Context: an optimization exercise on an open-source flow, tuned for small area, a short achievable clock period and few clock cycles per item. The choices shown serve that exercise and are no tape-out recipe. RTL that was checked went through simulation tests only; none was proved equivalent to the original. Function not checked in run 2: the RTL went through the layout flow alone. Power and IR drop assume default switching activity.

<file path="flow/design.v">
package psb_pkg;
    localparam int NUM_SEM    = 8;
    localparam int MAX_TASKS  = 32;
    localparam int CNT_W      = 16;
    localparam int S_TDATA_W  = 48;
    localparam int M_TDATA_W  = 16;
    localparam int CFG_DATA_W = 64;
    localparam logic [1:0] ST_OK      = 2'd0;
    localparam logic [1:0] ST_BLOCKED = 2'd1;
    localparam logic [1:0] ST_REFUSED = 2'd2;
    localparam logic [1:0] ST_TIMEOUT = 2'd3;
endpackage
module psb_prienc (
    input  logic [31:0] vec,
    output logic [31:0] drop,
    output logic [5:0]  prio,
    output logic        two
);
    logic [31:0] s [6];    
    logic [31:0] above;    
    logic [31:0] top;
    logic [15:0] a1, t1;   
    logic [7:0]  a2, t2;
    logic [3:0]  a3, t3;
    logic [1:0]  a4, t4;
    always_comb begin
        s[0] = vec;
        for (int k = 0; k < 5; k++) begin
            for (int i = 0; i < 32; i++) begin
                if (((i >> k) & 1) == 0) s[k+1][i] = s[k][i] | s[k][((i >> k) + 1) << k];
                else                     s[k+1][i] = s[k][i];
            end
        end
        above = {1'b0, s[5][31:1]};
        drop  = vec & above;
        top   = vec & ~above;
        prio  = '0;
        for (int i = 0; i < 32; i++) begin
            prio = prio | ({6{top[i]}} & 6'(i + 1));
        end
        for (int i = 0; i < 16; i++) begin
            a1[i] = vec[2*i] | vec[2*i+1];
            t1[i] = vec[2*i] & vec[2*i+1];
        end
        for (int i = 0; i < 8; i++) begin
            a2[i] = a1[2*i] | a1[2*i+1];
            t2[i] = t1[2*i] | t1[2*i+1] | (a1[2*i] & a1[2*i+1]);
        end
        for (int i = 0; i < 4; i++) begin
            a3[i] = a2[2*i] | a2[2*i+1];
            t3[i] = t2[2*i] | t2[2*i+1] | (a2[2*i] & a2[2*i+1]);
        end
        for (int i = 0; i < 2; i++) begin
            a4[i] = a3[2*i] | a3[2*i+1];
            t4[i] = t3[2*i] | t3[2*i+1] | (a3[2*i] & a3[2*i+1]);
        end
        two = t4[0] | t4[1] | (a4[0] & a4[1]);
    end
endmodule
module psb_core (
    input  logic        aclk,
    input  logic        aresetn,
    input  logic        cfg_mask,     
    input  logic        cfg_counts,   
    input  logic [63:0] cfg_data,
    input  logic [7:0]  rd_sel,       
    input  logic [7:0]  rd_bank,      
    input  logic        ex_fire,
    input  logic [7:0]  sel,          
    input  logic [4:0]  pidx,
    input  logic        op_wait,      
    input  logic        op_block,     
    input  logic        op_sig,       
    input  logic        op_res,       
    output logic [1:0]  status,
    output logic        rel_valid,
    output logic [5:0]  rel_prio
);
    logic [7:0]  cmask_reg;
    logic [15:0] cnt_reg  [8];
    logic [31:0] mask_reg [8];
    logic [7:0]  any_reg;     
    logic [15:0] c;
    logic [31:0] b;
    logic        z, full, any, cm;
    logic [15:0] rc;
    logic [31:0] rb;
    logic [15:0] pz [5];
    logic [15:0] po [5];
    logic [15:0] lz, lo;
    logic        eq1, eqfe;
    logic [31:0] pbit;
    logic        hit;         
    logic [31:0] drop;
    logic [5:0]  top_prio;
    logic        two;
    logic        dec, inc, blk;
    logic [15:0] cnt_new;
    logic [31:0] mask_new;
    logic        z_new, full_new, any_new;
    logic        keep;
    logic [15:0] cnt_base;
    logic [31:0] mask_wd;
    logic        any_wd;
    logic        rany;
    logic        fwd;
    logic        rcm;
    logic [7:0]  rsel;
    always_ff @(posedge aclk) begin
        if (!aresetn) begin
            cmask_reg <= '0;
        end else if (cfg_mask) begin
            cmask_reg <= cfg_data[7:0];
        end
    end
    always_comb begin
        pz[0] = ~c;
        po[0] = c;
        for (int k = 0; k < 4; k++) begin
            for (int i = 0; i < 16; i++) begin
                if ((i >> k) & 1) begin
                    pz[k+1][i] = pz[k][i] & pz[k][((i >> k) << k) - 1];
                    po[k+1][i] = po[k][i] & po[k][((i >> k) << k) - 1];
                end else begin
                    pz[k+1][i] = pz[k][i];
                    po[k+1][i] = po[k][i];
                end
            end
        end
        lz = {pz[4][14:0], 1'b1};
        lo = {po[4][14:0], 1'b1};
    end
    assign eq1  = c[0] & (c[15:1] == 15'd0);
    assign eqfe = ~c[0] & (c[15:1] == 15'h7FFF);
    always_comb begin
        for (int i = 0; i < 32; i++) pbit[i] = (pidx == 5'(i));
    end
    assign hit = b[pidx];
    psb_prienc u_prienc (
        .vec  (b),
        .drop (drop),
        .prio (top_prio),
        .two  (two)
    );
    assign dec     = op_wait & ~z;
    assign inc     = op_sig & ~any & (cm ? ~full : z);
    assign blk     = op_block & z;
    assign cnt_new = c ^ (({16{dec}} & lz) | ({16{inc}} & lo));
    always_comb begin
        mask_new = b;
        if (op_sig)      mask_new = drop;
        else if (op_res) mask_new = b & ~pbit;
        else if (blk)    mask_new = b | pbit;
    end
    assign z_new    = dec ? eq1 : (z & ~inc);
    assign full_new = inc ? eqfe : (full & ~dec);
    assign any_new  = op_sig ? two :
                      op_res ? (two | (any & ~hit)) :
                      (any | blk);
    always_comb begin
        status = psb_pkg::ST_REFUSED;
        if (op_wait) begin
            if (!z)            status = psb_pkg::ST_OK;
            else if (op_block) status = psb_pkg::ST_BLOCKED;
        end else if (op_sig) begin
            if (any | inc)     status = psb_pkg::ST_OK;
        end else if (op_res) begin
            status = hit ? psb_pkg::ST_TIMEOUT : psb_pkg::ST_OK;
        end
    end
    assign rel_valid = op_sig & any;
    assign rel_prio  = op_sig ? top_prio : 6'd0;
    assign keep     = aresetn & ~cfg_counts;
    assign cnt_base = cnt_new & {16{keep}};
    assign mask_wd  = mask_new & {32{keep}};
    assign any_wd   = any_new & keep;
    for (genvar s = 0; s < 8; s++) begin : g_sem
        logic        we;
        logic [7:0]  bt;
        logic [15:0] cw;
        assign bt = cfg_data[8*s +: 8];
        assign we = ~aresetn | cfg_counts | (ex_fire & sel[s]);
        assign cw[15:8] = cnt_base[15:8];
        assign cw[7:0]  = cfg_counts ?
                          {bt[7:1] & {7{cmask_reg[s]}}, cmask_reg[s] ? bt[0] : (bt != 8'd0)} :
                          cnt_base[7:0];
        always_ff @(posedge aclk) begin
            if (we) begin
                cnt_reg[s]  <= cw;
                mask_reg[s] <= mask_wd;
                any_reg[s]  <= any_wd;
            end
        end
    end
    assign fwd  = ex_fire & ((rd_sel & sel) != 8'd0);
    assign rsel = rd_bank;
    always_comb begin
        rc  = '0;
        rb  = '0;
        rcm = 1'b0;
        rany = 1'b0;
        for (int s = 0; s < 8; s++) begin
            rany = rany | (any_reg[s] & rsel[s]);
            rc  = rc  | (cnt_reg[s]  & {16{rsel[s]}});
            rb  = rb  | (mask_reg[s] & {32{rsel[s]}});
            rcm = rcm | (cmask_reg[s] & rsel[s]);
        end
    end
    always_ff @(posedge aclk) begin
        if (fwd) begin
            c    <= cnt_new;
            b    <= mask_new;
            z    <= z_new;
            full <= full_new;
            any  <= any_new;
        end else begin
            c    <= rc;
            b    <= rb;
            z    <= (rc == 16'd0);
            full <= (rc == 16'hFFFF);
            any  <= rany;
        end
        cm <= rcm;
    end
endmodule
module priority_semaphore_bank_top (
    input  logic         aclk,
    input  logic         aresetn,
    input  logic         s_tvalid,
    output logic         s_tready,
    input  logic [47:0]  s_tdata,
    output logic         m_tvalid,
    input  logic         m_tready,
    output logic [15:0]  m_tdata,
    input  logic         cfg_valid,
    output logic         cfg_ready,
    input  logic [0:0]   cfg_index,
    input  logic [63:0]  cfg_data
);
    typedef struct packed {
        logic [7:0] sel;
        logic [4:0] pidx;
        logic       op_wait;
        logic       op_block;
        logic       op_sig;
        logic       op_res;
    } req_t;
    logic       r_vld, x_vld, o0_vld, o1_vld;
    req_t       r_req, x_req, s_req;
    logic [8:0] o0, o1, rsp;
    logic       s_fire, x_fire, r_move, o_pop;
    logic       r_vld_n, x_vld_n, o0_vld_n, o1_vld_n, r_move_n;
    logic [7:0] bank_n, bank_sel;
    logic [1:0] mode;
    logic [5:0] prio;
    logic       prio_ok, tmo_nz;
    logic [1:0] status;
    logic       rel_valid;
    logic [5:0] rel_prio;
    assign mode    = s_tdata[1:0];
    assign prio    = s_tdata[10:5];
    assign tmo_nz  = |s_tdata[42:11];
    assign prio_ok = (prio != 6'd0) && (prio <= 6'd32);
    assign s_req.sel      = 8'd1 << s_tdata[4:2];
    assign s_req.pidx     = prio[4:0] - 5'd1;
    assign s_req.op_wait  = (mode == 2'd0);
    assign s_req.op_block = (mode == 2'd0) && tmo_nz && prio_ok;
    assign s_req.op_sig   = (mode == 2'd1);
    assign s_req.op_res   = (mode == 2'd2) && prio_ok;
    assign cfg_ready = 1'b1;
    assign x_fire   = x_vld && !o1_vld;
    assign r_move   = r_vld && (!x_vld || x_fire);
    assign s_tready = !r_vld || !x_vld || x_fire;
    assign s_fire   = s_tvalid && s_tready;
    assign o_pop    = o0_vld && m_tready;
    always_comb begin
        if (!aresetn) begin
            r_vld_n  = 1'b0;
            x_vld_n  = 1'b0;
            o0_vld_n = 1'b0;
            o1_vld_n = 1'b0;
        end else begin
            r_vld_n = s_fire || (r_vld && !r_move);
            x_vld_n = r_move || (x_vld && !x_fire);
            if (!o0_vld || o_pop) begin
                o0_vld_n = o1_vld || x_fire;
                o1_vld_n = 1'b0;
            end else begin
                o0_vld_n = o0_vld;
                o1_vld_n = o1_vld || x_fire;
            end
        end
        r_move_n = r_vld_n && (!x_vld_n || !o1_vld_n);
        bank_n   = r_move_n ? (s_fire ? s_req.sel : r_req.sel) :
                              (r_move ? r_req.sel : x_req.sel);
    end
    always_ff @(posedge aclk) begin
        r_vld    <= r_vld_n;
        x_vld    <= x_vld_n;
        o0_vld   <= o0_vld_n;
        o1_vld   <= o1_vld_n;
        bank_sel <= bank_n;
    end
    assign rsp = {rel_prio, rel_valid, status};
    always_ff @(posedge aclk) begin
        if (s_fire) r_req <= s_req;
        if (r_move) x_req <= r_req;
        if (!o0_vld || o_pop) begin
            o0 <= o1_vld ? o1 : rsp;
        end else if (!o1_vld) begin
            o1 <= rsp;
        end
    end
    psb_core u_core (
        .aclk       (aclk),
        .aresetn    (aresetn),
        .cfg_mask   (cfg_valid && (cfg_index == 1'b0)),
        .cfg_counts (cfg_valid && (cfg_index == 1'b1)),
        .cfg_data   (cfg_data),
        .rd_sel     (r_req.sel),
        .rd_bank    (bank_sel),
        .ex_fire    (x_fire),
        .sel        (x_req.sel),
        .pidx       (x_req.pidx),
        .op_wait    (x_req.op_wait),
        .op_block   (x_req.op_block),
        .op_sig     (x_req.op_sig),
        .op_res     (x_req.op_res),
        .status     (status),
        .rel_valid  (rel_valid),
        .rel_prio   (rel_prio)
    );
    assign m_tvalid = o0_vld;
    assign m_tdata  = {7'd0, o0};
endmodule
</file>
<file path="flow/run.sh">
#!/bin/bash
# synth_recipe.tcl (not shown) runs the flow's synth.tcl, then flattens the netlist and writes it again
# the make line also repeats each setting of config.mk as NAME=value (left out here)
make -C /OpenROAD-flow-scripts/flow DESIGN_CONFIG=/design/flow/config.mk WORK_HOME=/design/flow/orfs CLKGATE_MAP_FILE= SYNTH_SCRIPT=/design/flow/synth_recipe.tcl finish
</file>
<file path="flow/config.mk">
export PLATFORM = sky130hd
export DESIGN_NAME = priority_semaphore_bank_top
export DESIGN_NICKNAME = priority_semaphore_bank_top
export VERILOG_FILES = /design/flow/design.v
export SDC_FILE = /design/flow/constraint.sdc
export NUM_CORES = 4
export LEC_CHECK = 0
export CAP_MARGIN = 20
export CORE_MARGIN = 2
export CORE_UTILIZATION = 40
export CTS_BUF_LIST = sky130_fd_sc_hd__clkbuf_8
export CTS_CLUSTER_DIAMETER = 80
export CTS_CLUSTER_SIZE = 16
export SETUP_SLACK_MARGIN = 2.5
export SLEW_MARGIN = 20
</file>
<file path="flow/constraint.sdc">
create_clock -name core_clock -period 5.0 [get_ports {aclk}]
set_input_delay 1.0000 -clock core_clock [delete_from_list [all_inputs] [get_ports {aclk}]]
set_output_delay 1.0000 -clock core_clock [all_outputs]
set_load 0.01 [all_outputs]
</file>
==> results of run 1 <==
## critical path: stages, from the launching register on
cell,delay [ns]
edfxtp_1,0.35
buf_6,0.14
mux4_2,0.50
mux4_2,0.52
o211ai_1,0.25
buf_4,0.17
a2111oi_1,0.07
a211o_1,0.28
## layout make-up
cell class              instances  area [um2]  share of cell area
well taps                     696         871              0.0345
repair buffers                196        1950              0.0772
diodes                          1        2.50           0.0000993
inverters                      17        67.6             0.00268
clock buffers                  40         551              0.0218
clock inverters                32         173             0.00685
flip-flops and latches        516       14800               0.588
multi-input cells             978        6760               0.268
## logic make-up (layout without fill, tap and decap cells)
logic type / Yosys count / count (layout) / share of synthesized area
fa+ha+maj: 2 / 2 / 0.00104
buf+inv: 135 / 285 / 0.0254
flops: 516 / 516 / 0.683
xor+xnor: 20 / 20 / 0.00810
other cells: 2 / 9 / 0.000347
simple gates: 420 / 420 / 0.102
mux: 35 / 35 / 0.0211
compound gates: 493 / 493 / 0.159
## worst max-delay path by stage
| stage | slack (ns) | start | depth (start not counted) | end |
|---|---|---|---|---|
| 2_1_floorplan | 2.38 | x_req[5] | 6 | u_core.any_reg[0] |
| 3_3_place_gp | 1.36 | cfg_index[0] | 5 | u_core.mask_reg[5][20] |
| 3_5_place_dp | 1.29 | cfg_index[0] | 5 | u_core.mask_reg[5][20] |
| 4_1_cts | 2.41 | x_req[5] | 7 | o0[1] |
| 5_1_grt | 2.37 | x_req[5] | 7 | o0[1] |
| 6_report | 2.43 | x_req[5] | 7 | o0[1] |
## where the power goes
group	total (mW)	internal (mW)	switching (mW)	leakage [nW]
clock network	2.20	0.820	1.38	0.460
registers	5.91	5.45	0.460	5.27
logic	1.73	0.705	1.03	3.44
total	9.85	6.98	2.87	9.16
## cell usage in the layout (no fill, tap or decap), types with 45 or more instances in the layout
cell	synthesis	routed
nand2_1	57	55
a22oi_1	209	209
a21oi_1	102	102
clkdlybuf4s50_1	0	111
buf_4	8	57
dfxtp_1	72	45
nand4_1	65	65
edfxtp_1	444	444
a21o_1	56	48
nor2_1	121	93
## layer usage
| metal | vias up | share of wire |
|---|---|---|
| li1 | 6682 | - |
| met1 | 7635 | 0.43 |
| met2 | 542 | 0.48 |
| met3 | 92 | 0.057 |
| met4 | 0 | 0.026 |
| met5 | - | 0 |
## what timing repair did
item | CTS | global route
resized for setup | 77 | 69
pin swaps | 10 | 10
setup buffers | 34 | 11
hold buffers | 0 | 0
endpoints found under the setup margin | 833 | 550
==> run summary, run 1 <==
- Status: timing/DRC/antenna clean
- Max transition margin: 0.404
- Design area: 0.0252 mm2
- Cell taking the most area after synthesis: edfxtp_1
- Yosys Warn Count: 8
- Total power: 9.85 mW
- Crit. End Element: flop
- Vias: 15000
- Peak VDD IR: 0.184 mV
- Pin count of the biggest net entering global routing: 89
- Cell Area, Synth: 0.0216 mm2
- DRC: 0
- Post-layout min period: 2.57 ns
- Die Area: 0.0559 mm2
- Met3 Use GR: 0.0231
- Unrepaired setup endpoints after global routing: yes
- Post-DP HPWL: 37800 um
- Starting density of the core: 0.403
- Max reg flops: 256
- Highest clock rate: 0.389 GHz
- Placed instance count: 2358
- Slew @ Worst Pin: 0.893 ns
- FF-to-FF Start: x_req[5]
- Global Route Usage Sum: 0.219
- Vias per inst: 6.04
- Arr. time, crit path: 2.93 ns
- Layout Area Growth over Synthesis: 16.6%
- First-pass GRT wire length: 92900 um
- TNS Setup: 0 ns
- Hold Path Sink: x_req[8]
- Clk latency of the worst-skew pair: 0.65 ns
- Clock buffer depth: 3
- Layer with the highest usage: met2
- Util after Layout: 0.470
- Synth unique cells: 72
- Layout cells sized above 1: 0.150
- RR Endpoint: o0[1]
- R2R setup slack: 2.43 ns
- Number of enable flip-flop cells after synthesis: 444
- Post-route clock period utilization: 0.515
- # IOs: 137
- Yosys top cell area share: 0.617
- Post-Synthesis Cells: 1623
- Clock transition at the registers of the reported paths: 0.10 ns
- DRT Pass-1 Iters: 5
- Seq/Total Area, Yosys: 0.683
- First DRT Iteration DRCs: 1480
- Met2 usage: 0.361
- Count leader, synth: edfxtp_1
- Final Max Slew Viols: 0
- Final Wtd Congestion: 0.900
- # setup viols final: 0
- Final-stage net count: 1867
- Main synth FF type: edfxtp_1
- Post-synth top cells: edfxtp_1 (444), a22oi_1 (209), nor2_1 (121), a21oi_1 (102), clkbuf_1 (93)
- Final setup margin: 2.43 ns
- Non-filler cells, final: 2476
- Max Clock Skew: 0.0456 ns
- Site row count: 85
- Core Box Area: 0.0536 mm2
- Synth Area per Inst: 13.3 um2
- Req. time, crit path: 5.36 ns
- CTS tree: done
- CP Launch Type: flop
- H-tree Lvls: 2
- Fill count: 4821
- Initial antenna violation count: 1
- Worst hold path class: flop to flop
- Critical path class: flop to flop
- Leak: 9.16 nW
- Grt met1 use: 0.305
- Routed wire length per instance: 25.0 um
- Clk root buf: clkbuf_8
- Power per cell area: 391 mW/mm2
- Beginning of the worst hold path: r_req[8]
- Fraction of registers with async set/reset: 0
- Synthesized flop and latch total: 516
- Final Hold Fails: 0
- Pre-CTS setup slack: 1.29 ns
- Vias in the first global route: 15000
- Die Height: 236 um
- Sink Count: 516
- CTS Buf Count: 39
- Die width: 236 um
- Hold depth: 0
- Grt ovf: 0
- Worst Reg2Reg Path Length in Cells: 7
- Total length of routed wires: 62000 um
- Max Cap Violations: 0
- Critical-path maximum fanout: 6
- Worst hold margin: 0.426 ns
- Placed cell area: 0.0237 mm2
- Post-DRT Antenna Nets: 0
- Port Buffer Count: 123
- Area contributors post-synth: edfxtp_1 (62%), a22oi_1 (7.3%), dfxtp_1 (6.7%)
Testbench counts, summed over its fixed seeds: cycles 19,296, items 19,200.
==> run 2, diff against run 1 <==
--- a/flow/design.v
+++ b/flow/design.v
@@ -135,7 +135,7 @@
     always_comb begin
         for (int i = 0; i < 32; i++) pbit[i] = (pidx == 5'(i));
     end
-    assign hit = b[pidx];
+    assign hit = |(b & pbit);
     psb_prienc u_prienc (
         .vec  (b),
         .drop (drop),
@@ -155,7 +155,7 @@
     assign z_new    = dec ? eq1 : (z & ~inc);
     assign full_new = inc ? eqfe : (full & ~dec);
     assign any_new  = op_sig ? two :
-                      op_res ? (two | (any & ~hit)) :
+                      op_res ? ((b & ~pbit) != 32'd0) :
                       (any | blk);
     always_comb begin
         status = psb_pkg::ST_REFUSED;
==> run summary, run 2 <==
- Cell Area, Synth: 0.0221 mm2 (+2.3%)
- Clk root buf: clkbuf_8
- Layout Area Growth over Synthesis: 17.0%
- Req. time, crit path: 5.27 ns (-0.09 ns)
- Max Clock Skew: 0.0373 ns (-0.00826 ns)
- Worst hold margin: 0.428 ns (+0.00150 ns)
- Final Wtd Congestion: 0.941 (+4.6%)
- Max Cap Violations: 0 (unchanged)
- Arr. time, crit path: 2.91 ns (-0.02 ns)
- Total power: 9.70 mW (-1.5%)
- Placed cell area: 0.0240 mm2 (+1.2%)
- Layout cells sized above 1: 0.157 (+0.00767)
- Met3 Use GR: 0.0342 (+0.0111)
- Leak: 9.37 nW (+2.2%)
- # IOs: 137 (unchanged)
- Yosys top cell area share: 0.603 (-0.0140)
- Post-DP HPWL: 39500 um (+4.5%)
- Clock transition at the registers of the reported paths: 0.11 ns (about the same)
- Initial antenna violation count: 1 (unchanged)
- Commonest non-fill, non-tap cell in the layout: edfxtp_1
- Critical-path maximum fanout: 49 (+43)
- Pin count of the biggest net entering global routing: 51 (-43%)
- TNS Setup: 0 ns (unchanged)
- Unrepaired setup endpoints after global routing: yes
- Int Pwr: 6.77 mW (-3.0%)
- Area contributors post-synth: edfxtp_1 (60%), a22oi_1 (7.2%), dfxtp_1 (6.5%)
- Met2 usage: 0.395 (+0.0339)
- Sink Count: 516 (unchanged)
- Max transition margin: 0.333 (-0.0716)
- Most frequent cells in the layout: edfxtp_1 (444), a22oi_1 (210), nor2_1 (111), clkdlybuf4s50_1 (111), a21oi_1 (81)
- Power per cell area: 375 mW/mm2 (-4.1%)
- Vias: 16100 (+7.9%)
- Final Max Slew Viols: 0 (unchanged)
- Synthesized flop and latch total: 516 (unchanged)
- Seq/Total Area, Yosys: 0.668 (-0.0155)
- Total length of routed wires: 70500 um (+14%)
- Status: timing/DRC/antenna clean
- Grt ovf: 0 (unchanged)
- Synth Area per Inst: 12.8 um2 (-4.0%)
- Starting density of the core: 0.403 (about the same)
- Layer with the highest usage: met2
- Yosys Warn Count: 8 (unchanged)
- Cell family with the largest share of critical-path delay: compound AO/OA/AOI/OAI gates
- Clk pwr share: 0.217 (-0.007)
- Number of enable flip-flop cells after synthesis: 444 (unchanged)
- Vias in the first global route: 15900 (+6.3%)
- Peak VDD IR: 0.217 mV (+18%)
- Slowest CP cell: a21o_4
- Highest clock rate: 0.378 GHz (-2.7%)
- Die Area: 0.0572 mm2 (+2.3%)
- H-tree Lvls: 2 (unchanged)
- Slew @ Worst Pin: 1.00 ns (+0.107 ns)
- First-pass GRT wire length: 101000 um (+9.3%)
- DRC: 0 (unchanged)
- Grt met1 use: 0.322 (+0.0165)
- Count leader, synth: edfxtp_1
- Synth unique cells: 82 (+14%)
- Clock buffer depth: 3 (unchanged)
- Max reg flops: 256 (unchanged)
- Vias per inst: 6.24 (+3.3%)
- Post-route clock period utilization: 0.529 (+0.0140)
- Sw Share: 0.302 (+0.0108)
- Crit-path cells: clkdlybuf4s50_1 -> nand2_2 -> nand2_4 -> a21o_4
- Post-DRT Antenna Nets: 0 (unchanged)
- Cell taking the most area after synthesis: edfxtp_1
- DRT Pass-1 Iters: 7 (+2)
- Routed wire length per instance: 27.3 um (+8.8%)
- CTS Buf Count: 38 (-2.6%)
- Post-synth top cells: edfxtp_1 (444), a22oi_1 (211), nor2_1 (138), clkbuf_1 (107), a21oi_1 (84)
- Post-Synthesis Cells: 1730 (+6.6%)
- Worst Path Buf+Inv: 1 (-1)
- Worst hold path class: flop to flop
- Crit. End Element: flop
- Die Height: 239 um (+1.1%)
- Global Route Usage Sum: 0.239 (+0.0199)
- CP Launch Type: primary input
- Fraction of registers with async set/reset: 0 (unchanged)
- First DRT Iteration DRCs: 1779 (+20%)
- Final-stage net count: 1974 (+5.7%)
- Port Buffer Count: 123 (unchanged)
- Core Box Area: 0.0549 mm2 (+2.4%)
- Die width: 239 um (+1.1%)
- Max incr delay on CP: 0.77 ns (+0.25 ns)
- NetSw: 2.93 mW (+2.1%)
- Post-layout min period: 2.64 ns (+0.0701 ns)
- Combinational fraction of design power: 0.164 (-0.012)
- Final Hold Fails: 0 (unchanged)
- Critical path class: primary input to flop
- # setup viols final: 0 (unchanged)
- Clk latency of the worst-skew pair: 0.67 ns (+0.02 ns)
- Hold bufs inserted after CTS: 0 (unchanged)
- Site row count: 86 (+1.2%)
- CTS tree: done
- Main synth FF type: edfxtp_1
- Seq pwr share: 0.618 (+0.017)
- Design area: 0.0259 mm2 (+2.6%)
[run 2: cell count changes after synthesis, moves of 9 or more]
cell / before / now
nor2_1: 121 / 138
clkbuf_1: 93 / 107
o21ai_0: 39 / 72
a21o_1: 56 / 65
a22o_1: 2 / 13
a21oi_1: 102 / 84
a221oi_1: 13 / 2
[run 2: final timing paths]
path / start / endpoint / slack (ns) / depth (start not counted)
setup reg to reg: x_req[4] / o1[1] / 2.45 / 8
hold / removal: r_req[5] / x_req[5] / 0.43 / 0
hold reg to reg: r_req[5] / x_req[5] / 0.43 / 0
setup / recovery: cfg_index[0] / u_core.mask_reg[2][23] / 2.36 / 4
[run 2: timing repair]
| item | in CTS | in global routing |
|---|---|---|
| buffers inserted | 36 | 27 |
| pin swaps | 11 | 16 |
| setup endpoints to repair | 856 | 721 |
| gates cloned | 5 | 3 |
| hold endpoints to repair | 0 | 0 |
| resized for setup | 106 | 81 |
[run 2: cell families after synthesis]
kind of cell             count (synthesis)  synth area share
multiplexers                            23            0.0115
AND/OR/NAND/NOR                        467             0.111
adder cells (fa/ha/maj)                  3           0.00147
XOR/XNOR                                20           0.00792
flip-flops                             516             0.668
other                                    2          0.000339
buffers and inverters                  154            0.0290
AO/OA/AOI/OAI                          545             0.171
[run 2: power groups by stage]
stage	sequential [mW]	combinational, mW	clock (mW)
final	6.00	1.59	2.11
after global routing	6.05	1.73	2.29
after CTS	5.96	1.50	2.15
after detailed placement	6.04	1.42	0
after global placement	6.03	1.40	0
after floorplan	5.64	1.11	0
[run 2: cell type report]
type | count | area [um2]
Clock inverter | 29 | 119
Fill cell | 4924 | 29000
Tap cell | 704 | 881
Multi-Input combinational cell | 1074 | 7410
Antenna cell | 1 | 2.50
Clock buffer | 39 | 537
Inverter | 14 | 60.1
Timing Repair Buffer | 211 | 2020
Sequential cell | 516 | 14800
[run 2: metrics by stage]
step / util / instances / setup WS, ns
3_5_place_dp: 0.436 / 2448 / 1.18
6_report: 0.471 / 2588 / 2.36
4_1_cts: 0.461 / 2557 / 2.30
2_1_floorplan: - / 1736 / 2.44
3_3_place_gp: 0.436 / 2448 / 1.22
5_1_grt: 0.471 / 2587 / 2.31
[run 2: per-layer routing]
| layer | vias up | routed length, um |
|---|---|---|
| met1 | 8193 | 29500 |
| met5 | - | 0 |
| met2 | 737 | 33600 |
| met4 | 0 | 2400 |
| met3 | 137 | 5030 |
| li1 | 7070 | - |
[run 2: worst register-to-register path: cells and delay by family (launching register included)]
family,cells,cell delay (ns)
buffers and inverters,1,0.19
and+or+nand+nor,1,0.27
DFF,1,0.50
AOI/OAI and AO/OA,6,1.36
==> run 3, diff against run 2 <==
--- a/flow/design.v
+++ b/flow/design.v
@@ -135,7 +135,7 @@
     always_comb begin
         for (int i = 0; i < 32; i++) pbit[i] = (pidx == 5'(i));
     end
-    assign hit = |(b & pbit);
+    assign hit = b[pidx];
     psb_prienc u_prienc (
         .vec  (b),
         .drop (drop),
@@ -155,7 +155,7 @@
     assign z_new    = dec ? eq1 : (z & ~inc);
     assign full_new = inc ? eqfe : (full & ~dec);
     assign any_new  = op_sig ? two :
-                      op_res ? ((b & ~pbit) != 32'd0) :
+                      op_res ? (two | (any & ~hit)) :
                       (any | blk);
     always_comb begin
         status = psb_pkg::ST_REFUSED;
==> flow/flow/run.sh (new file) <==
#!/bin/bash
# Own layout flow: the standard ORFS flow (standard.sh: the unchanged
# synthesis script and registers, the design's clock and constraints), with
# one setting added on the make command line: the port buffers that
# buffer_ports inserts on every input and output are sky130_fd_sc_hd__buf_2.
# make's output goes to standard.log in the work folder; ORFS writes each
# step's tool log under orfs/logs/.
set -euo pipefail
cd "$(dirname "$0")/.."
bash standard.sh "BUFFER_PORTS_ARGS=-buffer_cell sky130_fd_sc_hd__buf_2" finish > standard.log 2>&1
==> flow/standard.sh (new file) <==
#!/bin/bash
# synth_recipe.tcl (not shown) runs the flow's synth.tcl, then flattens the netlist and writes it again
# the make line also repeats each setting of config.mk as NAME=value (left out here)
make -C /OpenROAD-flow-scripts/flow DESIGN_CONFIG=/design/flow/config.mk WORK_HOME=/design/flow/orfs CLKGATE_MAP_FILE= SYNTH_SCRIPT=/design/flow/synth_recipe.tcl "${@:-finish}"
removed: flow/run.sh
==> run summary, run 3 <==
- Status: timing/DRC/antenna clean
- Max reg flops: 256 (unchanged)
- Pre-CTS setup slack: 1.64 ns (+0.463 ns)
- Synthesized flop and latch total: 516 (unchanged)
- CP Launch Type: flop
- Final-stage net count: 1866 (-5.5%)
- Clk root buf: clkbuf_8
- Post-Synthesis Cells: 1623 (-6.2%)
- Post-DRT Antenna Nets: 0 (unchanged)
- Clk latency of the worst-skew pair: 0.64 ns (-0.03 ns)
- Power per cell area: 398 mW/mm2 (+6.2%)
- Worst hold margin: 0.424 ns (-0.00433 ns)
- Unrepaired setup endpoints after global routing: yes
- Cell Area, Synth: 0.0216 mm2 (-2.3%)
- Vias in the first global route: 14700 (-7.6%)
- H-tree Lvls: 2 (unchanged)
- Cell taking the most area after synthesis: edfxtp_1
- Commonest non-fill, non-tap cell in the layout: edfxtp_1
- Post-synth top cells: edfxtp_1 (444), a22oi_1 (209), nor2_1 (121), a21oi_1 (102), clkbuf_1 (93)
- Vias: 14900 (-7.4%)
- FF-to-FF Start: u_core.b[19]
- Max Clock Skew: 0.0324 ns (-0.00497 ns)
- Global Route Usage Sum: 0.215 (-0.0241)
- Total length of routed wires: 61300 um (-13%)
- Crit. End Element: flop
- Sink Count: 516 (unchanged)
- Fill count: 4864 (-1.2%)
- Post-route clock period utilization: 0.506 (-0.0227)
- # setup viols final: 0 (unchanged)
- Area contributors post-synth: edfxtp_1 (62%), a22oi_1 (7.3%), dfxtp_1 (6.7%)
- Yosys Warn Count: 8 (unchanged)
- # IOs: 137 (unchanged)
- Final Hold Fails: 0 (unchanged)
- Yosys top cell area share: 0.617 (+0.0140)
- Seq/Total Area, Yosys: 0.683 (+0.0155)
- Layout Area Growth over Synthesis: 13.4%
- Layout cells sized above 1: 0.221 (+0.0640)
- Port Buffer Count: 123 (unchanged)
- Peak VDD IR: 0.233 mV (+7.0%)
- Grt ovf: 0 (unchanged)
- Die width: 236 um (-1.1%)
- Post-layout min period: 2.53 ns (-0.114 ns)
- Post-DP HPWL: 38100 um (-3.7%)
- Placed cell area: 0.0229 mm2 (-4.3%)
- Leak: 9.11 nW (-2.8%)
- Arr. time, crit path: 2.85 ns (-0.06 ns)
- Beginning of the worst hold path: r_req[0]
- Initial antenna violation count: 0 (-1)
- R2R setup slack: 2.47 ns (+0.02 ns)
- First-pass GRT wire length: 91800 um (-9.6%)
- Vias per inst: 6.04 (-3.1%)
- Fraction of registers with async set/reset: 0 (unchanged)
- Req. time, crit path: 5.32 ns (+0.05 ns)
- Max transition margin: 0.397 (+0.0646)
- Starting density of the core: 0.403 (about the same)
- Final Max Slew Viols: 0 (unchanged)
- Final setup margin: 2.47 ns (+0.114 ns)
- Site row count: 85 (-1.2%)
- Worst Reg2Reg Path Length in Cells: 5 (-3)
- Main synth FF type: edfxtp_1
- Routed wire length per instance: 24.8 um (-9.0%)
- Multi-input gate area: 0.00684 mm2 (-7.8%)
- Synth Area per Inst: 13.3 um2 (+4.2%)
- Die Height: 236 um (-1.1%)
- Hold depth: 0 (unchanged)
- Clock buffer depth: 3 (unchanged)
- First DRT Iteration DRCs: 1630 (-8.4%)
- Core Box Area: 0.0536 mm2 (-2.3%)
- Synth unique cells: 72 (-12%)
- Final Wtd Congestion: 0.917 (-2.6%)
- Clock transition at the registers of the reported paths: 0.11 ns (about the same)
- Number of enable flip-flop cells after synthesis: 444 (unchanged)
- TNS Setup: 0 ns (unchanged)
- Critical path class: flop to flop
- DRC: 0 (unchanged)
- Total power: 9.75 mW (+0.60%)
- Count leader, synth: edfxtp_1
- DRT Pass-1 Iters: 5 (-2)
- Ant. Diodes: 0 (-1)
- Design area: 0.0245 mm2 (-5.2%)
- Hold Path Sink: x_req[0]
- Highest clock rate: 0.395 GHz (+4.5%)
- CTS tree: done
- CTS Buf Count: 38 (unchanged)
- Worst hold path class: flop to flop
- Pin count of the biggest net entering global routing: 89 (+75%)
- Slew @ Worst Pin: 0.902 ns (-0.0988 ns)
- RR Endpoint: u_core.mask_reg[0][9]
- Max Cap Violations: 0 (unchanged)
- Die Area: 0.0559 mm2 (-2.2%)
- Most frequent cells in the layout: edfxtp_1 (444), a22oi_1 (209), buf_2 (123)
- Critical-path maximum fanout: 8 (-84%)
- Sequential Area: 0.0148 mm2 (about the same)
==> run 3: area by class of cell <==
| type | count | share of cell area |
|---|---|---|
| clock buffers | 39 | 0.0219 |
| clock inverters | 31 | 0.00551 |
| inverters | 17 | 0.00291 |
| multi-input cells | 978 | 0.279 |
| flip-flops and latches | 516 | 0.605 |
| well taps | 696 | 0.0355 |
| repair buffers | 196 | 0.0500 |
==> run 3: through the flow <==
stage / std cells / util
2_1_floorplan: 1629 / -
5_1_grt: 2473 / 0.457
3_3_place_gp: 2360 / 0.428
4_1_cts: 2456 / 0.450
6_report: 2473 / 0.457
3_5_place_dp: 2360 / 0.428
==> run 3: worst max-delay path by stage <==
stage | slack (ns) | to | depth (start not counted) | start
floorplan | 2.38 | u_core.any_reg[0] | 6 | x_req[5]
global placement | 1.63 | u_core.cnt_reg[5][5] | 6 | cfg_index[0]
detailed placement | 1.64 | u_core.cnt_reg[7][5] | 6 | cfg_index[0]
CTS | 2.35 | u_core.cnt_reg[6][13] | 5 | cfg_index[0]
global route | 2.35 | u_core.any_reg[2] | 7 | x_req[5]
finish | 2.47 | u_core.mask_reg[0][9] | 5 | u_core.b[19]
==> run 3: cell families after synthesis <==
group | after synthesis | share of synthesized area
AO/OA/AOI/OAI | 493 | 0.159
other | 2 | 0.000347
adder cells (fa/ha/maj) | 2 | 0.00104
flip-flops | 516 | 0.683
AND/OR/NAND/NOR | 420 | 0.102
XOR/XNOR | 20 | 0.00810
multiplexers | 35 | 0.0211
buffers and inverters | 135 | 0.0254
==> run 3: power breakdown <==
group          switching [mW]  total (mW)  internal [mW]
logic                    1.01        1.68          0.662
registers               0.513        5.97           5.46
clock network            1.36        2.11          0.746
==> run 3: repair_timing <==
action	in CTS	in global routing
pin swaps	10	14
hold buffers	0	0
endpoints found under the setup margin	674	550
gates resized for setup	89	69
buffers inserted	26	17
==> run 3: worst max-delay path: stages (launching register included) <==
cell and delay [ns]:
dfxtp_4 0.39, or4_4 0.53, or4_4 0.58, buf_12 0.15, o31ai_1 0.36, nor2_1 0.21
==> run 3: layer usage <==
layer	part of all wire	vias to the layer above	track usage	wire [um]
met3	0.070	93	0.0304	4300
met5	0	-	0	0
met4	0.026	0	0.0685	1600
met2	0.48	612	0.348	29300
li1	-	6672	-	-
met1	0.43	7568	0.300	26100
Testbench counts of run 3, summed over its fixed seeds: cycles 19,296, items 19,200.
==> run 4, diff against run 3 <==
--- a/flow/design.v
+++ b/flow/design.v
@@ -63,10 +63,10 @@
     input  logic        cfg_mask,     
     input  logic        cfg_counts,   
     input  logic [63:0] cfg_data,
-    input  logic [7:0]  rd_sel,       
+    input  logic [2:0]  rd_sem,       
     input  logic [7:0]  rd_bank,      
     input  logic        ex_fire,
-    input  logic [7:0]  sel,          
+    input  logic [2:0]  sem,          
     input  logic [4:0]  pidx,
     input  logic        op_wait,      
     input  logic        op_block,     
@@ -179,7 +179,7 @@
         logic [7:0]  bt;
         logic [15:0] cw;
         assign bt = cfg_data[8*s +: 8];
-        assign we = ~aresetn | cfg_counts | (ex_fire & sel[s]);
+        assign we = ~aresetn | cfg_counts | (ex_fire & (sem == 3'(s)));
         assign cw[15:8] = cnt_base[15:8];
         assign cw[7:0]  = cfg_counts ?
                           {bt[7:1] & {7{cmask_reg[s]}}, cmask_reg[s] ? bt[0] : (bt != 8'd0)} :
@@ -192,7 +192,7 @@
             end
         end
     end
-    assign fwd  = ex_fire & ((rd_sel & sel) != 8'd0);
+    assign fwd  = ex_fire & (rd_sem == sem);
     assign rsel = rd_bank;
     always_comb begin
         rc  = '0;
@@ -238,7 +238,7 @@
     input  logic [63:0]  cfg_data
 );
     typedef struct packed {
-        logic [7:0] sel;
+        logic [2:0] sem;
         logic [4:0] pidx;
         logic       op_wait;
         logic       op_block;
@@ -261,7 +261,7 @@
     assign prio    = s_tdata[10:5];
     assign tmo_nz  = |s_tdata[42:11];
     assign prio_ok = (prio != 6'd0) && (prio <= 6'd32);
-    assign s_req.sel      = 8'd1 << s_tdata[4:2];
+    assign s_req.sem      = s_tdata[4:2];
     assign s_req.pidx     = prio[4:0] - 5'd1;
     assign s_req.op_wait  = (mode == 2'd0);
     assign s_req.op_block = (mode == 2'd0) && tmo_nz && prio_ok;
@@ -291,8 +291,8 @@
             end
         end
         r_move_n = r_vld_n && (!x_vld_n || !o1_vld_n);
-        bank_n   = r_move_n ? (s_fire ? s_req.sel : r_req.sel) :
-                              (r_move ? r_req.sel : x_req.sel);
+        bank_n   = 8'd1 << (r_move_n ? (s_fire ? s_req.sem : r_req.sem) :
+                                       (r_move ? r_req.sem : x_req.sem));
     end
     always_ff @(posedge aclk) begin
         r_vld    <= r_vld_n;
@@ -317,10 +317,10 @@
         .cfg_mask   (cfg_valid && (cfg_index == 1'b0)),
         .cfg_counts (cfg_valid && (cfg_index == 1'b1)),
         .cfg_data   (cfg_data),
-        .rd_sel     (r_req.sel),
+        .rd_sem     (r_req.sem),
         .rd_bank    (bank_sel),
         .ex_fire    (x_fire),
-        .sel        (x_req.sel),
+        .sem        (x_req.sem),
         .pidx       (x_req.pidx),
         .op_wait    (x_req.op_wait),
         .op_block   (x_req.op_block),
==> run summary, run 4 <==
- Most frequent cells in the layout: edfxtp_1 (434), a22oi_1 (208), buf_2 (123)
- First DRT Iteration DRCs: 1382 (-15%)
- Layout Area Growth over Synthesis: 12.6%
- Final Wtd Congestion: 0.902 (-1.7%)
- Seq/Total Area, Yosys: 0.677 (-0.00668)
- Clock transition at the registers of the reported paths: 0.11 ns (about the same)
- Max Cap Violations: 0 (unchanged)
- Post-Synthesis Cells: 1639 (+0.99%)
- Vias: 14900 (-0.44%)
- Vias per inst: 6.05 (about the same)
- Post-route clock period utilization: 0.492 (-0.0135)
- Max Clock Skew: 0.0377 ns (+0.00535 ns)
- First-pass GRT wire length: 91900 um (+0.13%)
- Initial antenna violation count: 0 (unchanged)
- Max transition margin: 0.320 (-0.0774)
- CTS Buf Count: 38 (unchanged)
- # setup viols final: 0 (unchanged)
- # IOs: 137 (unchanged)
- Layout cells sized above 1: 0.207 (-0.0146)
- Power per cell area: 404 mW/mm2 (+1.5%)
- Routed wire length per instance: 24.8 um (+0.21%)
- Post-DRT Antenna Nets: 0 (unchanged)
- Arr. time, crit path: 2.86 ns (about the same)
- Pin count of the biggest net entering global routing: 93 (+4.5%)
- Starting density of the core: 0.405 (+0.00206)
- Clk latency of the worst-skew pair: 0.60 ns (-0.04 ns)
- Fraction of registers with async set/reset: 0 (unchanged)
- Crit. End Element: flop
- Vias in the first global route: 15000 (+1.9%)
- Critical-path maximum fanout: 8 (unchanged)
- Final Max Slew Viols: 0 (unchanged)
- Worst hold path class: flop to flop
- Highest clock rate: 0.406 GHz (+2.7%)
- Site row count: 84 (-1.2%)
- Grt ovf: 0 (unchanged)
- R2R setup slack: 2.54 ns (+0.07 ns)
- Area contributors post-synth: edfxtp_1 (61%), a22oi_1 (7.3%), dfxtp_1 (6.7%)
- Total length of routed wires: 61100 um (-0.32%)
- Post-synth top cells: edfxtp_1 (434), a22oi_1 (208), nor2_1 (139), a21oi_1 (113), clkbuf_1 (98)
- Cell Area, Synth: 0.0214 mm2 (-1.1%)
- Main synth FF type: edfxtp_1
- Clk root buf: clkbuf_8
- Core Box Area: 0.0528 mm2 (-1.6%)
- Global Route Usage Sum: 0.216 (+0.00131)
- CP Launch Type: flop
- Yosys top cell area share: 0.609 (-0.00740)
- Number of enable flip-flop cells after synthesis: 434 (-2.3%)
- Yosys Warn Count: 8 (unchanged)
- Ant. Diodes: 0 (unchanged)
- Unrepaired setup endpoints after global routing: yes
- Req. time, crit path: 5.40 ns (+0.08 ns)
- Slew @ Worst Pin: 1.02 ns (+0.118 ns)
- Final-stage net count: 1863 (-0.16%)
- CTS tree: done
- Count leader, synth: edfxtp_1
- Total power: 9.73 mW (-0.28%)
- TNS Setup: 0 ns (unchanged)
- Synthesized flop and latch total: 506 (-1.9%)
- Die Height: 235 um (-0.52%)
- Leak: 8.83 nW (-3.0%)
- Final Hold Fails: 0 (unchanged)
- DRC: 0 (unchanged)
- Die Area: 0.0553 mm2 (-1.0%)
- Cell taking the most area after synthesis: edfxtp_1
- Max reg flops: 256 (unchanged)
- Synth Area per Inst: 13.0 um2 (-2.0%)
- Hold bufs inserted after CTS: 0 (unchanged)
- Synth unique cells: 74 (+2.8%)
- Die width: 235 um (-0.52%)
- H-tree Lvls: 2 (unchanged)
- Post-layout min period: 2.46 ns (-0.0677 ns)
- Sink Count: 506 (-1.9%)
- Critical path class: flop to flop
- Commonest non-fill, non-tap cell in the layout: edfxtp_1
- DRT Pass-1 Iters: 5 (unchanged)
- Port Buffer Count: 123 (unchanged)
- Status: timing/DRC/antenna clean
- Clock buffer depth: 3 (unchanged)
- Peak VDD IR: 0.175 mV (-25%)
- Post-DP HPWL: 36000 um (-5.3%)
## run 4: path summary, 6_finish.rpt
path                  from               endpoint  depth (start not counted)
hold / removal    r_req[8]               x_req[8]                          0
hold reg to reg   r_req[8]               x_req[8]                          0
setup / recovery  x_req[3]  u_core.cnt_reg[5][14]                          6
setup reg to reg  x_req[3]  u_core.cnt_reg[5][14]                          6
## run 4: logic make-up (layout without fill, tap and decap cells)
| logic type | after synthesis | count (layout) | synth area share |
|---|---|---|---|
| multiplexers | 31 | 31 | 0.0167 |
| flip-flops | 506 | 506 | 0.677 |
| other | 2 | 8 | 0.000351 |
| adder cells (fa/ha/maj) | 2 | 2 | 0.00105 |
| AND/OR/NAND/NOR | 424 | 424 | 0.102 |
| XOR/XNOR | 23 | 23 | 0.00942 |
| buffers and inverters | 140 | 267 | 0.0271 |
| AO/OA/AOI/OAI | 511 | 511 | 0.166 |
## run 4: metal layers
| metal | part of all wire | global-route usage | vias to the layer above |
|---|---|---|---|
| met1 | 0.44 | 0.304 | 7564 |
| li1 | - | - | 6675 |
| met3 | 0.063 | 0.0299 | 97 |
| met5 | 0 | 0 | - |
| met4 | 0.026 | 0.0620 | 0 |
| met2 | 0.47 | 0.351 | 543 |
## run 4: final cells by class
| type | instances | area [um2] |
|---|---|---|
| clock inverter | 29 | 128 |
| fill | 4782 | 28700 |
| tap | 688 | 861 |
| inverter | 16 | 63.8 |
| multi-input combinational | 999 | 6820 |
| clock buffer | 39 | 537 |
| timing repair buffer | 183 | 1160 |
| sequential | 506 | 14500 |
## run 4: critical path, stage by stage (launching register included)
cell	delay (ns)
edfxtp_1	0.49
or4b_4	0.53
or3_4	0.39
nor4_1	0.27
a41oi_1	0.09
xor2_1	0.19
nor2_2	0.28
## run 4: through the flow
stage / hold WS [ns] / setup slack (ns) / area [um2] / std cells / util
2_1_floorplan: 0.400 / 2.51 / 21500 / 1645 / -
3_3_place_gp: 0.406 / 1.73 / 22700 / 2356 / 0.431
3_5_place_dp: 0.406 / 1.70 / 22700 / 2356 / 0.431
4_1_cts: 0.431 / 2.33 / 23700 / 2442 / 0.449
5_1_grt: 0.439 / 2.46 / 24100 / 2460 / 0.457
6_report: 0.429 / 2.54 / 24100 / 2460 / 0.457
## run 4: power by group
| group | leakage (nW) | internal (mW) | switching (mW) |
|---|---|---|---|
| clock | 0.429 | 0.744 | 1.33 |
| sequential | 5.20 | 5.30 | 0.576 |
| combinational | 3.21 | 0.695 | 1.07 |
| total | 8.83 | 6.74 | 2.98 |
## run 4: repair_timing
action | 4_1_cts | 5_1_grt
buffers inserted | 18 | 18
resized for setup | 52 | 66
setup endpoints to repair | 656 | 444
pin swaps | 5 | 9
Testbench counts of run 4, summed over its fixed seeds: cycles 19,296, items 19,200.
==> run 5, diff against run 4 <==
--- a/flow/design.v
+++ b/flow/design.v
@@ -67,7 +67,8 @@
     input  logic [7:0]  rd_bank,      
     input  logic        ex_fire,
     input  logic [2:0]  sem,          
-    input  logic [4:0]  pidx,
+    input  logic [3:0]  plo,          
+    input  logic [7:0]  phi,          
     input  logic        op_wait,      
     input  logic        op_block,     
     input  logic        op_sig,       
@@ -133,9 +134,9 @@
     assign eq1  = c[0] & (c[15:1] == 15'd0);
     assign eqfe = ~c[0] & (c[15:1] == 15'h7FFF);
     always_comb begin
-        for (int i = 0; i < 32; i++) pbit[i] = (pidx == 5'(i));
+        for (int i = 0; i < 32; i++) pbit[i] = plo[i % 4] & phi[i / 4];
     end
-    assign hit = b[pidx];
+    assign hit = |(b & pbit);
     psb_prienc u_prienc (
         .vec  (b),
         .drop (drop),
@@ -251,6 +252,8 @@
     logic       s_fire, x_fire, r_move, o_pop;
     logic       r_vld_n, x_vld_n, o0_vld_n, o1_vld_n, r_move_n;
     logic [7:0] bank_n, bank_sel;
+    logic [3:0] x_plo;            
+    logic [7:0] x_phi;
     logic [1:0] mode;
     logic [5:0] prio;
     logic       prio_ok, tmo_nz;
@@ -304,7 +307,11 @@
     assign rsp = {rel_prio, rel_valid, status};
     always_ff @(posedge aclk) begin
         if (s_fire) r_req <= s_req;
-        if (r_move) x_req <= r_req;
+        if (r_move) begin
+            x_req <= r_req;
+            x_plo <= 4'd1 << r_req.pidx[1:0];
+            x_phi <= 8'd1 << r_req.pidx[4:2];
+        end
         if (!o0_vld || o_pop) begin
             o0 <= o1_vld ? o1 : rsp;
         end else if (!o1_vld) begin
@@ -321,7 +328,8 @@
         .rd_bank    (bank_sel),
         .ex_fire    (x_fire),
         .sem        (x_req.sem),
-        .pidx       (x_req.pidx),
+        .plo        (x_plo),
+        .phi        (x_phi),
         .op_wait    (x_req.op_wait),
         .op_block   (x_req.op_block),
         .op_sig     (x_req.op_sig),
--- a/flow/config.mk
+++ b/flow/config.mk
@@ -11,5 +11,5 @@
 export CTS_BUF_LIST = sky130_fd_sc_hd__clkbuf_8
 export CTS_CLUSTER_DIAMETER = 80
 export CTS_CLUSTER_SIZE = 16
-export SETUP_SLACK_MARGIN = 2.5
+export SETUP_SLACK_MARGIN = 2.7
 export SLEW_MARGIN = 20
==> run summary, run 5 <==
- Status: timing/DRC/antenna clean
- Yosys Warn Count: 8 (unchanged)
- Unrepaired setup endpoints after global routing: yes
- Worst hold path class: flop to flop
- Post-Synth XOR/XNOR Area: 0.00934 (-0.0000819)
- H-tree Lvls: 2 (unchanged)
- Arr. time, crit path: 1.46 ns (-1.40 ns)
- Worst Path Buf+Inv: 3 (+3)
- Clk latency of the worst-skew pair: 0.66 ns (+0.06 ns)
- Post-Synth Adder-Cell Area: 0.00104 (-0.00000916)
- Compound-gate portion of the synthesized area: 0.165 (-0.00179)
- Max incr delay on CP: 0.37 ns (-0.16 ns)
- Commonest non-fill, non-tap cell in the layout: edfxtp_1
- Final setup margin: 2.54 ns (+0.00541 ns)
- Leak: 9.11 nW (+3.1%)
- Int Pwr: 6.99 mW (+3.7%)
- Cell family with the largest share of critical-path delay: flip-flops
- Port Buffer Count: 123 (unchanged)
- Ant. Diodes: 0 (unchanged)
- Slew @ Worst Pin: 0.914 ns (-0.106 ns)
- Fill count: 4862 (+1.7%)
- Clk root buf: clkbuf_8
- Final Hold Fails: 0 (unchanged)
- Starting density of the core: 0.403 (-0.00286)
- # IOs: 137 (unchanged)
- Power per cell area: 410 mW/mm2 (+1.6%)
- Fraction of registers with async set/reset: 0 (unchanged)
- Final Wtd Congestion: 0.963 (+6.8%)
- First-pass GRT wire length: 95400 um (+3.8%)
- Multi-input gate area: 0.00696 mm2 (+2.1%)
- Pre-CTS setup slack: 1.94 ns (+0.238 ns)
- Initial antenna violation count: 0 (unchanged)
- Critical path class: flop to output pin
- Vias in the first global route: 15100 (+0.78%)
- DRC: 0 (unchanged)
- Layout cells sized above 1: 0.237 (+0.0305)
- Die Area: 0.0558 mm2 (+0.86%)
- Site row count: 85 (+1.2%)
- Post-DRT Antenna Nets: 0 (unchanged)
- Critical-path maximum fanout: 4 (-4)
- Sink Count: 513 (+1.4%)
- Post-DP HPWL: 37700 um (+4.6%)
- Seq pwr share: 0.589 (-0.016)
- CP Launch Type: flop
- Crit. End Element: output pin
- Synth Area per Inst: 13.1 um2 (+0.63%)
- Crit-path cells: buf_12 -> and3_4 -> inv_2 -> buf_6
- Count leader, synth: edfxtp_1
- Main synth FF type: edfxtp_1
- Final-stage net count: 1899 (+1.9%)
- Cell Area, Synth: 0.0216 mm2 (+0.88%)
- DRT Pass-1 Iters: 6 (+1)
- NetSw: 3.23 mW (+8.3%)
- Post-Synthesis Cells: 1643 (+0.24%)
- Max transition margin: 0.390 (+0.0696)
- Post-synthesis mux area share: 0.00725 (-0.00942)
- Peak VDD IR: 0.234 mV (+34%)
- Post-route clock period utilization: 0.491 (-0.00108)
- Vias per inst: 6.08 (+0.61%)
- # setup viols final: 0 (unchanged)
- Max reg flops: 256 (unchanged)
- Cell taking the most area after synthesis: edfxtp_1
- Largest family of logic cells by synthesized area: compound AO/OA/AOI/OAI gates
- Yosys top cell area share: 0.614 (+0.00444)
- Most frequent cells in the layout: edfxtp_1 (441), a22oi_1 (218), buf_2 (122)
- Routed wire length per instance: 25.8 um (+3.9%)
- Layout Area Growth over Synthesis: 15.5%
- Pin count of the biggest net entering global routing: 65 (-30%)
- Clock buffer depth: 3 (unchanged)
- Max Cap Violations: 0 (unchanged)
- Sequential Area: 0.0148 mm2 (+1.6%)
- Vias: 15200 (+2.5%)
- CTS tree: done
- Core Box Area: 0.0536 mm2 (+1.6%)
- Post-layout min period: 2.46 ns (-0.00541 ns)
- Hold bufs inserted after CTS: 0 (unchanged)
- Total length of routed wires: 64700 um (+5.8%)
- Die width: 236 um (+0.43%)
- Clk pwr share: 0.212 (-0.002)
- TNS Setup: 0 ns (unchanged)
- Sw Share: 0.316 (+0.00933)
- Synthesized flop and latch total: 513 (+1.4%)
- CTS Buf Count: 39 (+2.6%)
- Post-Synth Simple-Gate Area: 0.106 (+0.00357)
- Grt ovf: 0 (unchanged)
- Seq/Total Area, Yosys: 0.681 (+0.00386)
- Combinational fraction of design power: 0.199 (+0.017)
- Final Max Slew Viols: 0 (unchanged)
- Slowest CP cell: dfxtp_2
- Clock transition at the registers of the reported paths: 0.10 ns (about the same)
- Number of enable flip-flop cells after synthesis: 441 (+1.6%)
- Area contributors post-synth: edfxtp_1 (61%), a22oi_1 (7.6%), dfxtp_1 (6.7%)
- First DRT Iteration DRCs: 1433 (+3.7%)
- Global Route Usage Sum: 0.226 (+0.00974)
- Max Clock Skew: 0.0591 ns (+0.0214 ns)
- Synth unique cells: 85 (+15%)
- Highest clock rate: 0.407 GHz (+0.22%)
- Total power: 10.2 mW (+5.1%)
- Req. time, crit path: 4.00 ns (-1.40 ns)
- Post-synth top cells: edfxtp_1 (441), a22oi_1 (218), nor2_1 (135), a21oi_1 (101), clkbuf_1 (89)
- Die Height: 236 um (+0.43%)
## run 5: cell types whose count changed after synthesis, sizes merged, moves of 11 or more
cell   before  now
nand2      45   73
nor3       37   25
mux2       17    5
a21oi     113  102
buf        26   39
## run 5: layout make-up
cell class / count / share of cell area
clock buffer: 40 / 0.0221
clock inverter: 31 / 0.00612
inverter: 17 / 0.00261
multi-input combinational: 988 / 0.279
sequential: 513 / 0.592
tap: 696 / 0.0349
timing repair buffer: 221 / 0.0628
## run 5: path summary, 6_finish.rpt
path,start,endpoint,slack [ns],cells after the start
max reg2reg,x_req[3],u_core.cnt_reg[2][13],2.59,7
min reg2reg,r_req[2],x_req[2],0.44,0
max,o1_vld,s_tready,2.54,4
min,r_req[2],x_req[2],0.44,0
## run 5: layer usage
layer / vias to the layer above / global-route usage / part of all wire
met1: 7862 / 0.299 / 0.42
met5: - / 0 / 0
met3: 114 / 0.0337 / 0.060
li1: 6731 / - / -
met2: 542 / 0.382 / 0.50
met4: 0 / 0.0731 / 0.025
## run 5: power groups by stage
| stage | sequential [mW] | combinational, mW | clock [mW] |
|---|---|---|---|
| after detailed placement | 6.07 | 1.63 | 0 |
| after CTS | 5.97 | 1.83 | 2.22 |
| final | 6.02 | 2.03 | 2.17 |
| after global routing | 6.08 | 2.20 | 2.37 |
| after global placement | 6.05 | 1.62 | 0 |
| after floorplan | 5.69 | 1.34 | 0 |
## run 5: metrics by stage
stage	hold WS (ns)	area, um2	std cells	utilization
2_1_floorplan	0.400	21800	1649	-
3_3_place_gp	0.407	22800	2359	0.426
3_5_place_dp	0.418	22800	2359	0.426
4_1_cts	0.442	24200	2476	0.452
5_1_grt	0.454	24900	2506	0.465
6_report	0.441	24900	2506	0.465
## run 5: repair_timing
item | in CTS | in global routing
pin swaps | 21 | 22
resized for setup | 87 | 95
setup endpoints to repair | 634 | 345
setup buffers | 45 | 29
cloned | 1 | 1
## run 5: logic make-up after synthesis
logic type	after synthesis
adder cells (fa/ha/maj)	2
multiplexers	15
XOR/XNOR	23
AO/OA/AOI/OAI	505
AND/OR/NAND/NOR	435
buffers and inverters	148
flip-flops	513
other	2
Testbench counts of run 5, summed over its fixed seeds: cycles 19,296, items 19,200.
==> run 6, diff against run 5 <==
--- a/flow/config.mk
+++ b/flow/config.mk
@@ -11,5 +11,5 @@
 export CTS_BUF_LIST = sky130_fd_sc_hd__clkbuf_8
 export CTS_CLUSTER_DIAMETER = 80
 export CTS_CLUSTER_SIZE = 16
-export SETUP_SLACK_MARGIN = 2.7
+export SETUP_SLACK_MARGIN = 2.9
 export SLEW_MARGIN = 20
==> run summary, run 6 <==
- R2R setup slack: 2.57 ns (-0.02 ns)
- Starting density of the core: 0.403 (unchanged)
- Post-DP HPWL: 37900 um (+0.41%)
- Final Hold Fails: 0 (unchanged)
- Commonest non-fill, non-tap cell in the layout: edfxtp_1
- # IOs: 137 (unchanged)
- Cell taking the most area after synthesis: edfxtp_1
- Hold bufs inserted after CTS: 0 (unchanged)
- Die Area: 0.0558 mm2 (unchanged)
- Total length of routed wires: 71400 um (+10%)
- CP Launch Type: flop
- Die width: 236 um (unchanged)
- Clock transition at the registers of the reported paths: 0.11 ns (about the same)
- Clock buffer depth: 3 (unchanged)
- Global Route Usage Sum: 0.231 (+0.00543)
- Most frequent cells in the layout: edfxtp_1 (441), a22oi_1 (218), buf_4 (127)
- Yosys Warn Count: 8 (unchanged)
- Slew @ Worst Pin: 0.936 ns (+0.0220 ns)
- Site row count: 85 (unchanged)
- Cell Area, Synth: 0.0216 mm2 (unchanged)
- Post-synth top cells: edfxtp_1 (441), a22oi_1 (218), nor2_1 (135), a21oi_1 (101), clkbuf_1 (89)
- Critical path class: flop to output pin
- Post-route clock period utilization: 0.495 (+0.00332)
- Max Clock Skew: 0.0503 ns (-0.00880 ns)
- Port Buffer Count: 123 (unchanged)
- Power per cell area: 400 mW/mm2 (-2.5%)
- Grt ovf: 0 (unchanged)
- Main synth FF type: edfxtp_1
- Layout Area Growth over Synthesis: 25.8%
- Number of enable flip-flop cells after synthesis: 441 (unchanged)
- Max transition margin: 0.375 (-0.0147)
- Peak VDD IR: 0.223 mV (-4.8%)
- Clk root buf: clkbuf_8
- Vias: 16100 (+5.3%)
- Core Box Area: 0.0536 mm2 (unchanged)
- Pin count of the biggest net entering global routing: 65 (unchanged)
- First-pass GRT wire length: 97200 um (+2.0%)
- Fraction of registers with async set/reset: 0 (unchanged)
- Post-Synthesis Cells: 1643 (unchanged)
- Req. time, crit path: 4.00 ns (about the same)
- Count leader, synth: edfxtp_1
- Final Max Slew Viols: 0 (unchanged)
- Layout cells sized above 1: 0.328 (+0.0911)
- Util after Layout: 0.506 (+0.0412)
- Final Wtd Congestion: 0.910 (-5.5%)
- Vias per inst: 6.15 (+1.1%)
- Final-stage net count: 2003 (+5.5%)
- H-tree Lvls: 2 (unchanged)
- Post-DRT Antenna Nets: 0 (unchanged)
- Seq/Total Area, Yosys: 0.681 (unchanged)
- Clk latency of the worst-skew pair: 0.67 ns (about the same)
- CTS tree: done
- Worst Reg2Reg Path Length in Cells: 7 (unchanged)
- Pre-CTS setup slack: 1.91 ns (-0.0297 ns)
- Vias in the first global route: 15400 (+2.2%)
- Yosys top cell area share: 0.614 (unchanged)
- Synthesized flop and latch total: 513 (unchanged)
- Post-layout min period: 2.47 ns (+0.0166 ns)
- Hold depth: 0 (unchanged)
- Area contributors post-synth: edfxtp_1 (61%), a22oi_1 (7.6%), dfxtp_1 (6.7%)
- Ant. Diodes: 0 (unchanged)
- First DRT Iteration DRCs: 1665 (+16%)
- Highest clock rate: 0.404 GHz (-0.67%)
- Crit. End Element: output pin
- Worst hold path class: flop to flop
- # setup viols final: 0 (unchanged)
- Final setup margin: 2.53 ns (-0.0166 ns)
- Unrepaired setup endpoints after global routing: yes
- Initial antenna violation count: 2 (+2)
- Synth Area per Inst: 13.1 um2 (unchanged)
- Critical-path maximum fanout: 4 (unchanged)
- Die Height: 236 um (unchanged)
- Total power: 10.8 mW (+6.1%)
- DRC: 0 (unchanged)
- Sink Count: 513 (unchanged)
- TNS Setup: 0 ns (unchanged)
- Routed wire length per instance: 27.4 um (+6.0%)
- Max Cap Violations: 0 (unchanged)
- DRT Pass-1 Iters: 6 (unchanged)
- CTS Buf Count: 39 (unchanged)
- Leak: 9.98 nW (+9.6%)
- Status: timing/DRC/antenna clean
- Arr. time, crit path: 1.47 ns (about the same)
- Max reg flops: 256 (unchanged)
- Synth unique cells: 85 (unchanged)
==> run 6: cell type report <==
class	instances	area, um2
Clock buffer	42	578
Fill cell	4576	26500
Sequential cell	513	14800
Multi-Input combinational cell	989	7770
Inverter	17	68.8
Tap cell	696	871
Timing Repair Buffer	324	2880
Clock inverter	29	160
==> run 6: stage by stage <==
stage	hold slack, ns	instances	instance area [um2]
finish	0.441	2610	27100
global route	0.450	2610	27100
CTS	0.437	2520	25300
detailed placement	0.412	2359	22900
global placement	0.407	2359	22900
floorplan	0.400	1649	22000
==> run 6: timing repair <==
action | CTS | global route
setup endpoints to repair | 746 | 546
setup buffers | 88 | 75
cloned | 2 | 15
resized for setup | 202 | 203
pin swaps | 43 | 60
==> run 6: power breakdown <==
group          switching [mW]  internal [mW]  total, mW
Sequential              0.561           5.43       5.99
Combinational            1.51           1.07       2.58
Clock                    1.43          0.847       2.28
Total                    3.50           7.34       10.8
==> run 6: cells by family after synthesis <==
logic type,after synthesis,synth area share
simple gates,435,0.106
other cells,2,0.000348
flops,513,0.681
compound gates,505,0.165
fa+ha+maj,2,0.00104
mux,15,0.00725
xor+xnor,23,0.00934
buf+inv,148,0.0310
==> run 6: path summary, 6_finish.rpt <==
| path | from | to |
|---|---|---|
| setup / recovery | o1_vld | s_tready |
| hold reg to reg | r_req[3] | x_req[3] |
| setup reg to reg | x_req[3] | u_core.cnt_reg[1][12] |
| hold / removal | r_req[3] | x_req[3] |
==> run 6: metal layers <==
metal	track usage	wire length [um]	vias to the layer above
li1	-	-	6956
met1	0.305	29000	8127
met2	0.387	34100	807
met3	0.0355	5490	167
met4	0.0857	2800	2
met5	0	9	-
==> run 6: worst max-delay path, cell delays in order, from the launching register on <==
cell     delay, ns
dfxtp_4       0.38
buf_12        0.10
and3_4        0.18
inv_2         0.03
buf_6         0.11
==> run 7, diff against run 6 <==
--- a/flow/config.mk
+++ b/flow/config.mk
@@ -11,5 +11,5 @@
 export CTS_BUF_LIST = sky130_fd_sc_hd__clkbuf_8
 export CTS_CLUSTER_DIAMETER = 80
 export CTS_CLUSTER_SIZE = 16
-export SETUP_SLACK_MARGIN = 2.9
+export SETUP_SLACK_MARGIN = 2.5
 export SLEW_MARGIN = 20
==> run summary, run 7 <==
- Clk latency of the worst-skew pair: 0.64 ns (-0.03 ns)
- First DRT Iteration DRCs: 1450 (-13%)
- Site row count: 85 (unchanged)
- Peak VDD IR: 0.193 mV (-14%)
- Die Area: 0.0558 mm2 (unchanged)
- Post-synth top cells: edfxtp_1 (441), a22oi_1 (218), nor2_1 (135), a21oi_1 (101), clkbuf_1 (89)
- Ant. Diodes: 0 (unchanged)
- Grt ovf: 0 (unchanged)
- Port Buffer Count: 123 (unchanged)
- Pin count of the biggest net entering global routing: 72 (+11%)
- Fraction of registers with async set/reset: 0 (unchanged)
- Worst hold path class: flop to flop
- Core Box Area: 0.0536 mm2 (unchanged)
- Post-DRT Antenna Nets: 0 (unchanged)
- Max Cap Violations: 0 (unchanged)
- Post-layout min period: 2.44 ns (-0.0354 ns)
- Post-Synthesis Cells: 1643 (unchanged)
- Routed wire length per instance: 25.3 um (-7.6%)
- Final Hold Fails: 0 (unchanged)
- Number of enable flip-flop cells after synthesis: 441 (unchanged)
- First-pass GRT wire length: 92300 um (-5.1%)
- Post-DP HPWL: 38500 um (+1.7%)
- R2R setup slack: 2.57 ns (about the same)
- Total length of routed wires: 62100 um (-13%)
- Crit. End Element: output pin
- Power per cell area: 412 mW/mm2 (+3.0%)
- Status: timing/DRC/antenna clean
- Cell taking the most area after synthesis: edfxtp_1
- Max reg flops: 256 (unchanged)
- Max transition margin: 0.221 (-0.154)
- Util after Layout: 0.447 (-0.0594)
- Layout cells sized above 1: 0.184 (-0.144)
- CP Launch Type: flop
- Synthesized flop and latch total: 513 (unchanged)
- Max Clock Skew: 0.0540 ns (+0.00371 ns)
- Req. time, crit path: 4.00 ns (about the same)
- Final-stage net count: 1851 (-7.6%)
- Yosys Warn Count: 8 (unchanged)
- Most frequent cells in the layout: edfxtp_1 (441), a22oi_1 (218), buf_2 (123)
- Clk root buf: clkbuf_8
- Unrepaired setup endpoints after global routing: yes
- Count leader, synth: edfxtp_1
- Commonest non-fill, non-tap cell in the layout: edfxtp_1
- RR Endpoint: u_core.cnt_reg[7][13]
- Layout Area Growth over Synthesis: 11.0%
- Synth Area per Inst: 13.1 um2 (unchanged)
- DRC: 0 (unchanged)
- H-tree Lvls: 2 (unchanged)
- Yosys top cell area share: 0.614 (unchanged)
-- run 7: area by class of cell --
type	instances	area, um2
repair buffers	174	1040
well taps	696	871
clock inverters	29	124
flip-flops and latches	513	14700
fillers	4970	29700
clock buffers	38	523
inverters	17	67.6
multi-input cells	988	6590
-- run 7: worst max-delay path, cell delays in order (launching register included) --
cell	delay [ns]
dfxtp_4	0.40
and3_4	0.23
inv_1	0.04
buf_2	0.13
-- run 7: worst max-delay path by stage --
stage | endpoint | start | slack (ns) | cells after the start
floorplan | u_core.mask_reg[0][20] | cfg_index[0] | 2.52 | 6
global placement | u_core.mask_reg[3][16] | cfg_index[0] | 1.59 | 5
detailed placement | u_core.mask_reg[3][16] | cfg_index[0] | 1.53 | 5
CTS | u_core.any_reg[2] | u_core.b[23] | 2.38 | 6
global route | u_core.mask_reg[5][16] | u_core.b[31] | 2.44 | 6
finish | s_tready | o1_vld | 2.56 | 3
-- run 7: per-stage QoR --
step | std cells | total power, mW | instance area, um2 | hold slack, ns
2_1_floorplan | 1649 | 7.02 | 21700 | 0.400
3_3_place_gp | 2362 | 7.69 | 22800 | 0.405
3_5_place_dp | 2362 | 7.72 | 22800 | 0.405
4_1_cts | 2440 | 9.81 | 23700 | 0.430
5_1_grt | 2455 | 10.3 | 23900 | 0.447
6_report | 2455 | 9.86 | 23900 | 0.427
-- run 7: timing repair --
item / in CTS / in global routing
endpoints found under the setup margin: 513 / 319
pin swaps: 3 / 10
hold buffers: 0 / 0
buffers inserted: 11 / 15
resized for setup: 31 / 57
-- run 7: where the power goes --
group	total [mW]	internal, mW	switching, mW
clock network	2.08	0.726	1.36
logic	1.77	0.669	1.10
registers	6.01	5.41	0.604
total	9.86	6.80	3.06
-- run 7: logic make-up (layout without fill, tap and decap cells) --
| family | Yosys count | after routing | share of synthesized area |
|---|---|---|---|
| buffers and inverters | 148 | 258 | 0.0310 |
| xor gates and xnor gates | 23 | 23 | 0.00934 |
| DFF | 513 | 513 | 0.681 |
| and+or+nand+nor | 435 | 435 | 0.106 |
| adders and majority gates | 2 | 2 | 0.00104 |
| AOI/OAI and AO/OA | 505 | 505 | 0.165 |
| muxes | 15 | 15 | 0.00725 |
| other | 2 | 8 | 0.000348 |
-- run 7: routing by layer --
layer / vias to the layer above / share of wire / wire length [um] / global-route usage
li1: 6621 / - / - / -
met1: 7522 / 0.42 / 25900 / 0.296
met2: 602 / 0.49 / 30300 / 0.363
met3: 106 / 0.067 / 4150 / 0.0276
met4: 0 / 0.028 / 1750 / 0.0752
met5: - / 0 / 0 / 0
